Background: an optimization exercise with open tools, aiming at small area, a short achievable clock period and few clock cycles per item. Do not read the settings as production practice.
Function was checked by simulation only, so behaviour that the tests miss may differ from the original.
Power and IR drop assume default switching activity.

==> run a: inputs <==
## grid_ray_caster_dda_unit
module grid_ray_caster_dda_unit #(
   parameter int MAP_DIM = grcd_pkg::MapDimDefault
) (
   input  logic                           clock,
   input  logic                           reset,
   input  logic                           req_valid,
   output logic                           req_ready,
   input  logic                           req_kind,
   input  logic [grcd_pkg::ColW-1:0]      req_column,
   input  logic [grcd_pkg::CellAddrW-1:0] req_cell_addr,
   input  logic                           req_cell_wall,
   output logic                           rsp_valid,
   input  logic                           rsp_ready,
   output logic [grcd_pkg::DistW-1:0]     rsp_perp_dist,
   output logic                           rsp_hit_side,
   output logic [grcd_pkg::HitW-1:0]      rsp_hit_x,
   output logic [grcd_pkg::HitW-1:0]      rsp_hit_y,
   output logic                           rsp_hit_found,
   input  logic                           csr_psel,
   input  logic                           csr_penable,
   input  logic                           csr_pwrite,
   input  logic [grcd_pkg::CsrAddrW-1:0]  csr_paddr,
   input  logic [grcd_pkg::CsrDataW-1:0]  csr_pwdata,
   output logic [grcd_pkg::CsrDataW-1:0]  csr_prdata,
   output logic                           csr_pready
);
make LEC_CHECK=0 CAP_MARGIN=20 CORE_MARGIN=2 CORE_UTILIZATION=40 SLEW_MARGIN=20 finish   # period 10.0 ns
run.sh (not shown) runs the stock make flow with config.mk's settings and CLKGATE_MAP_FILE= SYNTH_SCRIPT=/design/flow/synth_recipe.tcl, a recipe that flattens the netlist after the stock synthesis.
==> inputs of run b, as changes to run a <==
--- a/flow/design.v
+++ b/flow/design.v
@@ -158,29 +158,33 @@
    localparam int ItP   = (grcd_pkg::DistW + KP - 1) / KP;
    localparam int NP    = ItP * KP;
    localparam int MW    = grcd_pkg::MwW;
    logic                    w_busy, w_done;
    logic [6:0]              w_cnt;
-   logic signed [DiffW-1:0] w_diff;
+   logic signed [DiffW-1:0] w_diff;      
+   logic [grcd_pkg::RecW-1:0] w_sy;      
+   logic                    w_init;      
    logic [RecW-1:0]         w_dx, w_dy;
    logic [AW-1:0]           w_ax, w_ay;
    logic                    w_negx, w_negy, w_ax0, w_ay0;
    logic signed [8:0]       w_mx, w_my;
    logic signed [15:0]      w_lin;
    logic                    w_side;
    logic [6:0]              r_mx, r_my;
    logic                    r_side, r_hit;
-   logic                    take_x, in_map, stop, w_xfer;
+   logic                    take_x, in_map, stop, w_xfer, w_fin;
+   logic                    s_hit, s_side;
+   logic [6:0]              s_mx, s_my;
    logic [5:0]              mx0, my0;
    logic signed [15:0]      mwv;
    assign mx0   = cfg_i.pos_x[grcd_pkg::PosW-1:FB];
    assign my0   = cfg_i.pos_y[grcd_pkg::PosW-1:FB];
    assign mwv   = 16'(cfg_i.map_width);
    assign take_x = !w_ax0 && (w_ay0 || w_diff[DiffW-1]);
    assign in_map = !w_mx[8] && !w_my[8] && (w_mx < $signed({2'b00, cfg_i.map_width}))
                    && (w_lin[15:10] == 6'd0);
-   assign stop   = (w_cnt != 7'd0) && (!in_map || map_rdata_i || (w_cnt == 7'd64));
+   assign stop   = !w_init && (w_cnt != 7'd0) && (!in_map || map_rdata_i || (w_cnt == 7'd64));
    assign map_raddr_o = w_lin[9:0];
    assign take_o = c_done_i && (!w_busy || w_xfer);
    logic                p_busy, p_done, p_hit, p_side, p_ovf;
    logic [3:0]          p_ph;
    logic [5:0]          p_hx, p_hy;
@@ -194,11 +198,16 @@
    logic [grcd_pkg::PosW-1:0] pos_sel;
    logic                p_xfer, out_free;
    assign pos_sel = p_side ? cfg_i.pos_y : cfg_i.pos_x;
    assign num     = $signed({1'b0, p_edge, 16'd0}) - $signed({3'b000, pos_sel});
    assign p_done  = p_busy && (p_ph == 4'(ItP + 2));
-   assign w_xfer  = w_done && (!p_busy || p_xfer);
+   assign w_fin   = w_busy && !w_done && stop;
+   assign w_xfer  = w_done && !p_busy;
+   assign s_hit   = r_hit;
+   assign s_side  = r_side;
+   assign s_mx    = r_mx;
+   assign s_my    = r_my;
    assign out_free = !rsp_valid_o || rsp_ready_i;
    assign p_xfer  = p_done && out_free;
    assign walk_busy_o = w_busy;
    grcd_div4 #(.RW(AW), .S(grcd_pkg::SPerp)) u_div_p (
       .r_i(p_r), .nbits_i(p_nq[NP-1 -: KP]), .d_i(p_a), .d3_i(p_a3), .r_o(p_r_nx), .q_o(p_q));
@@ -213,21 +222,23 @@
             w_busy <= 1'b1;
             w_done <= (ax_i == '0) && (ay_i == '0);
          end else if (w_xfer) begin
             w_busy <= 1'b0;
             w_done <= 1'b0;
-         end else if (w_busy && stop) begin
+         end else if (w_fin) begin
             w_done <= 1'b1;
          end
          if (w_xfer)      p_busy <= 1'b1;
          else if (p_xfer) p_busy <= 1'b0;
          if (p_xfer)          rsp_valid_o <= 1'b1;
          else if (rsp_ready_i) rsp_valid_o <= 1'b0;
       end
       if (take_o) begin
          w_cnt  <= '0;
-         w_diff <= DiffW'(sx_i) - DiffW'(sy_i);
+         w_diff <= DiffW'(sx_i);
+         w_sy   <= sy_i;
+         w_init <= 1'b1;
          w_dx   <= dx_i;
          w_dy   <= dy_i;
          w_ax   <= ax_i;
          w_ay   <= ay_i;
          w_ax0  <= ax_i == '0;
@@ -237,10 +248,13 @@
          w_mx   <= 9'(mx0);
          w_my   <= 9'(my0);
          w_lin  <= 16'(mx0) + 16'(my0) * 16'(cfg_i.map_width);
          w_side <= 1'b0;
          r_hit  <= 1'b0;
+      end else if (w_busy && w_init) begin
+         w_diff <= w_diff - DiffW'(w_sy);
+         w_init <= 1'b0;
       end else if (w_busy && !w_done) begin
          r_mx   <= w_mx[6:0];
          r_my   <= w_my[6:0];
          r_side <= w_side;
          r_hit  <= in_map && map_rdata_i;
@@ -257,16 +271,16 @@
             w_side <= 1'b1;
          end
       end
       if (w_xfer) begin
          p_ph   <= '0;
-         p_hit  <= r_hit;
-         p_side <= r_side;
-         p_hx   <= r_mx[5:0];
-         p_hy   <= r_my[5:0];
-         p_edge <= r_side ? 8'(r_my) + 8'(w_negy) : 8'(r_mx) + 8'(w_negx);
-         p_a    <= r_side ? w_ay : w_ax;
+         p_hit  <= s_hit;
+         p_side <= s_side;
+         p_hx   <= s_mx[5:0];
+         p_hy   <= s_my[5:0];
+         p_edge <= s_side ? 8'(s_my) + 8'(w_negy) : 8'(s_mx) + 8'(w_negx);
+         p_a    <= s_side ? w_ay : w_ax;
       end else if (p_busy && !p_done) begin
          p_ph <= p_ph + 4'd1;
          if (p_ph == 4'd0) begin
             p_num <= num[24] ? 24'(-num) : 24'(num);
          end else if (p_ph == 4'd1) begin
@@ -326,11 +340,13 @@
    logic [SwW+1:0] sw3_ff;
    logic [NA-1:0]  a_nq;
    logic [KA-1:0]  a_q;
    logic           a_xfer;
    assign sw_eff = (cfg_i.screen_width == '0) ? SwW'(1) : cfg_i.screen_width;
-   assign a_done = a_busy && (a_cnt == 4'(ItA));
+   assign a_done = a_busy && (a_cnt == 4'(ItA - 1));
+   logic [NA-1:0] a_nq_nx;
+   assign a_nq_nx = {a_nq[NA-KA-1:0], a_q};
    grcd_div4 #(.RW(SwW), .S(grcd_pkg::SCam)) u_div_a (
       .r_i     (a_r),
       .nbits_i (a_nq[NA-1 -: KA]),
       .d_i     (sw_eff),
       .d3_i    (sw3_ff),
@@ -342,11 +358,11 @@
    logic [QW-1:0]          b_q;
    logic signed [AccW-1:0] b_accx, b_accy;
    logic [16:0]            b_plx, b_ply;     
    logic                   b_xfer;
    logic signed [AccW-1:0] b_q1, b_q2, bx_m, by_m, bx_s, by_s;
-   assign b_done = b_busy && (b_cnt == 4'd10);
+   assign b_done = b_busy && (b_cnt == 4'd9);
    assign b_q1   = $signed({5'b00000, b_q});
    assign b_q2   = $signed({4'b0000, b_q, 1'b0});
    always_comb begin
       unique case (b_plx[2:0])
          3'b001, 3'b010: bx_m = b_q1;
@@ -381,11 +397,16 @@
    logic [AW-1:0]       c1_rdx_nx, c1_rsx_nx, c1_rdy_nx, c1_rsy_nx;
    logic [HC-1:0]       c1_dx, c1_sx, c1_dy, c1_sy;
    logic [KC-1:0]       c1_qdx, c1_qsx, c1_qdy, c1_qsy;
    logic [FB:0]         fx, fy;
    logic                c1_xfer;
-   assign c1_done = c1_busy && (c1_cnt == 4'(ItC));
+   assign c1_done = c1_busy && (c1_cnt == 4'(ItC - 1));
+   logic [HC-1:0] c1_dx_nx, c1_sx_nx, c1_dy_nx, c1_sy_nx;
+   assign c1_dx_nx = {c1_dx[HC-KC-1:0], c1_qdx};
+   assign c1_sx_nx = {c1_sx[HC-KC-1:0], c1_qsx};
+   assign c1_dy_nx = {c1_dy[HC-KC-1:0], c1_qdy};
+   assign c1_sy_nx = {c1_sy[HC-KC-1:0], c1_qsy};
    grcd_div #(.RW(AW), .K(KC)) u_div_dx1 (
       .r_i(c1_rdx), .nbits_i(c1_dx[HC-1 -: KC]), .d_i(c1_ax), .r_o(c1_rdx_nx), .q_o(c1_qdx));
    grcd_div #(.RW(AW), .K(KC)) u_div_sx1 (
       .r_i(c1_rsx), .nbits_i(c1_sx[HC-1 -: KC]), .d_i(c1_ax), .r_o(c1_rsx_nx), .q_o(c1_qsx));
    grcd_div #(.RW(AW), .K(KC)) u_div_dy1 (
@@ -404,11 +425,16 @@
    logic [AW-1:0]       c2_rdx_nx, c2_rsx_nx, c2_rdy_nx, c2_rsy_nx;
    logic [HC-1:0]       c2_hdx, c2_hsx, c2_hdy, c2_hsy;    
    logic [HC-1:0]       c2_dx, c2_sx, c2_dy, c2_sy;        
    logic [KC-1:0]       c2_qdx, c2_qsx, c2_qdy, c2_qsy;
    logic                c2_xfer;
-   assign c2_done = c2_busy && (c2_cnt == 4'(ItC));
+   assign c2_done = c2_busy && (c2_cnt == 4'(ItC - 1));
+   logic [HC-1:0] c2_dx_nx, c2_sx_nx, c2_dy_nx, c2_sy_nx;
+   assign c2_dx_nx = {c2_dx[HC-KC-1:0], c2_qdx};
+   assign c2_sx_nx = {c2_sx[HC-KC-1:0], c2_qsx};
+   assign c2_dy_nx = {c2_dy[HC-KC-1:0], c2_qdy};
+   assign c2_sy_nx = {c2_sy[HC-KC-1:0], c2_qsy};
    grcd_div #(.RW(AW), .K(KC)) u_div_dx2 (
       .r_i(c2_rdx), .nbits_i('0), .d_i(c2_ax), .r_o(c2_rdx_nx), .q_o(c2_qdx));
    grcd_div #(.RW(AW), .K(KC)) u_div_sx2 (
       .r_i(c2_rsx), .nbits_i('0), .d_i(c2_ax), .r_o(c2_rsx_nx), .q_o(c2_qsx));
    grcd_div #(.RW(AW), .K(KC)) u_div_dy2 (
@@ -417,11 +443,11 @@
       .r_i(c2_rsy), .nbits_i('0), .d_i(c2_ay), .r_o(c2_rsy_nx), .q_o(c2_qsy));
    assign c2_xfer  = c2_done && take_i;
    assign c1_xfer  = c1_done && (!c2_busy || c2_xfer);
    assign b_xfer   = b_done && (!c1_busy || c1_xfer);
    assign a_xfer   = a_done && (!b_busy || b_xfer);
-   assign a_free_o = !a_busy || a_xfer;
+   assign a_free_o = !a_busy;
    assign busy_o   = a_busy || b_busy || c1_busy || c2_busy;
    assign done_o   = c2_done;
    always_ff @(posedge clock) begin
       if (reset) begin
          a_busy  <= 1'b0;
@@ -444,15 +470,15 @@
          a_r   <= '0;
          a_nq  <= NA'({column_i, (FB + 1)'(0)});
       end else if (a_busy && !a_done) begin
          a_cnt <= a_cnt + 4'd1;
          a_r   <= a_r_nx;
-         a_nq  <= {a_nq[NA-KA-1:0], a_q};
+         a_nq  <= a_nq_nx;
       end
       if (a_xfer) begin
          b_cnt  <= '0;
-         b_q    <= a_nq[QW-1:0];
+         b_q    <= a_nq_nx[QW-1:0];
          b_accx <= '0;
          b_accy <= '0;
          b_plx  <= {cfg_i.plane_x, 1'b0};
          b_ply  <= {cfg_i.plane_y, 1'b0};
       end else if (b_busy && !b_done) begin
@@ -460,22 +486,19 @@
          if (b_cnt < 4'd8) begin
             b_accx <= bx_s >>> 2;
             b_accy <= by_s >>> 2;
             b_plx  <= {{2{b_plx[16]}}, b_plx[16:2]};
             b_ply  <= {{2{b_ply[16]}}, b_ply[16:2]};
-         end else if (b_cnt == 4'd8) begin
+         end else begin
             b_accx <= b_rx;
             b_accy <= b_ry;
-         end else begin
-            b_accx <= {b_accx[AccW-1], b_absx[AccW-2:0]};
-            b_accy <= {b_accy[AccW-1], b_absy[AccW-2:0]};
          end
       end
       if (b_xfer) begin
          c1_cnt  <= '0;
-         c1_ax   <= b_accx[AW-1:0];
-         c1_ay   <= b_accy[AW-1:0];
+         c1_ax   <= b_absx[AW-1:0];
+         c1_ay   <= b_absy[AW-1:0];
          c1_negx <= b_accx[AccW-1];
          c1_negy <= b_accy[AccW-1];
          c1_rdx  <= '0;
          c1_rsx  <= '0;
          c1_rdy  <= '0;
@@ -488,49 +511,49 @@
          c1_cnt <= c1_cnt + 4'd1;
          c1_rdx <= c1_rdx_nx;
          c1_rsx <= c1_rsx_nx;
          c1_rdy <= c1_rdy_nx;
          c1_rsy <= c1_rsy_nx;
-         c1_dx  <= {c1_dx[HC-KC-1:0], c1_qdx};
-         c1_sx  <= {c1_sx[HC-KC-1:0], c1_qsx};
-         c1_dy  <= {c1_dy[HC-KC-1:0], c1_qdy};
-         c1_sy  <= {c1_sy[HC-KC-1:0], c1_qsy};
+         c1_dx  <= c1_dx_nx;
+         c1_sx  <= c1_sx_nx;
+         c1_dy  <= c1_dy_nx;
+         c1_sy  <= c1_sy_nx;
       end
       if (c1_xfer) begin
          c2_cnt  <= '0;
          c2_ax   <= c1_ax;
          c2_ay   <= c1_ay;
          c2_negx <= c1_negx;
          c2_negy <= c1_negy;
-         c2_rdx  <= c1_rdx;
-         c2_rsx  <= c1_rsx;
-         c2_rdy  <= c1_rdy;
-         c2_rsy  <= c1_rsy;
-         c2_hdx  <= c1_dx;
-         c2_hsx  <= c1_sx;
-         c2_hdy  <= c1_dy;
-         c2_hsy  <= c1_sy;
+         c2_rdx  <= c1_rdx_nx;
+         c2_rsx  <= c1_rsx_nx;
+         c2_rdy  <= c1_rdy_nx;
+         c2_rsy  <= c1_rsy_nx;
+         c2_hdx  <= c1_dx_nx;
+         c2_hsx  <= c1_sx_nx;
+         c2_hdy  <= c1_dy_nx;
+         c2_hsy  <= c1_sy_nx;
       end else if (c2_busy && !c2_done) begin
          c2_cnt <= c2_cnt + 4'd1;
          c2_rdx <= c2_rdx_nx;
          c2_rsx <= c2_rsx_nx;
          c2_rdy <= c2_rdy_nx;
          c2_rsy <= c2_rsy_nx;
-         c2_dx  <= {c2_dx[HC-KC-1:0], c2_qdx};
-         c2_sx  <= {c2_sx[HC-KC-1:0], c2_qsx};
-         c2_dy  <= {c2_dy[HC-KC-1:0], c2_qdy};
-         c2_sy  <= {c2_sy[HC-KC-1:0], c2_qsy};
+         c2_dx  <= c2_dx_nx;
+         c2_sx  <= c2_sx_nx;
+         c2_dy  <= c2_dy_nx;
+         c2_sy  <= c2_sy_nx;
       end
    end
    assign ax_o   = c2_ax;
    assign ay_o   = c2_ay;
    assign negx_o = c2_negx;
    assign negy_o = c2_negy;
-   assign dx_o   = RecW'({c2_hdx, c2_dx});
-   assign dy_o   = RecW'({c2_hdy, c2_dy});
-   assign sx_o   = RecW'({c2_hsx, c2_sx});
-   assign sy_o   = RecW'({c2_hsy, c2_sy});
+   assign dx_o   = RecW'({c2_hdx, c2_dx_nx});
+   assign dy_o   = RecW'({c2_hdy, c2_dy_nx});
+   assign sx_o   = RecW'({c2_hsx, c2_sx_nx});
+   assign sy_o   = RecW'({c2_hsy, c2_sy_nx});
 endmodule
 `timescale 1ns / 1ps
 module grid_ray_caster_dda_unit #(
    parameter int MAP_DIM = grcd_pkg::MapDimDefault
 ) (
--- a/flow/config.mk
+++ b/flow/config.mk
@@ -3,9 +3,10 @@
 export DESIGN_NICKNAME = grid_ray_caster_dda_unit
 export VERILOG_FILES = /design/flow/design.v
 export SDC_FILE = /design/flow/constraint.sdc
 export NUM_CORES = 4
 export LEC_CHECK = 0
+export ABC_AREA = 1
 export CAP_MARGIN = 20
 export CORE_MARGIN = 2
 export CORE_UTILIZATION = 40
 export SLEW_MARGIN = 20
==> summary.txt <==
- In run b the die area is higher than in run a, by about 6%.
- Of run a and run b, run a has the higher power (gap 2.7%, measured against run b).
- Clock power is about the same in run b and run a.
- Sequential power is about the same in run a and run b.
- Between run b and run a, the lower final cell count is in run a (gap about 28%, measured against run a).
- Of run b and run a, run b has the higher routed wire length (gap 22%, measured against run a).
- Against run b, the via count of run a is lower by 18%.
Testbench counts of run a, summed over its fixed seeds: cycles 22,283, casts 1,536.
Testbench counts of run b, summed over its fixed seeds: cycles 21,338, casts 1,536.

re-timing with driven ports:
No port has a modelled driver above. Below, the same layouts with a new extraction and two added sets of constraints. Step 1 sets driving cells, clkbuf_16 on the clock port and buf_2 on the other inputs (assumed; they add their load-dependent delay and slew). Step 2 moves the port delays by t, midway between the first and last clock arrival at a register: inputs arrive t later, outputs are due t later. That takes back most of the time a late clock gives input paths. Slacks: ideal ports / drivers / drivers and shift; pairs: ideal ports / drivers.
| run | t (ns) | slack for setup (ns) | hold WS [ns] | latest minus earliest clock arrival (ns) | worst slew at a driven data input, ns |
|---|---|---|---|---|---|
| run a | 1.031 | 1.340 / 1.340 / 1.340 | 0.412 / 0.412 / 0.412 | 0.072 / 0.072 | 0.10 |
| run b | 1.027 | 2.401 / 2.299 / 2.299 | 0.399 / 0.399 / 0.399 | 0.105 / 0.106 | 0.33 |
After both steps setup and hold are still met in every run listed. The setup slack of run b, which loses most, moves by -0.102 ns with the drivers and by -0.102 ns with both steps.
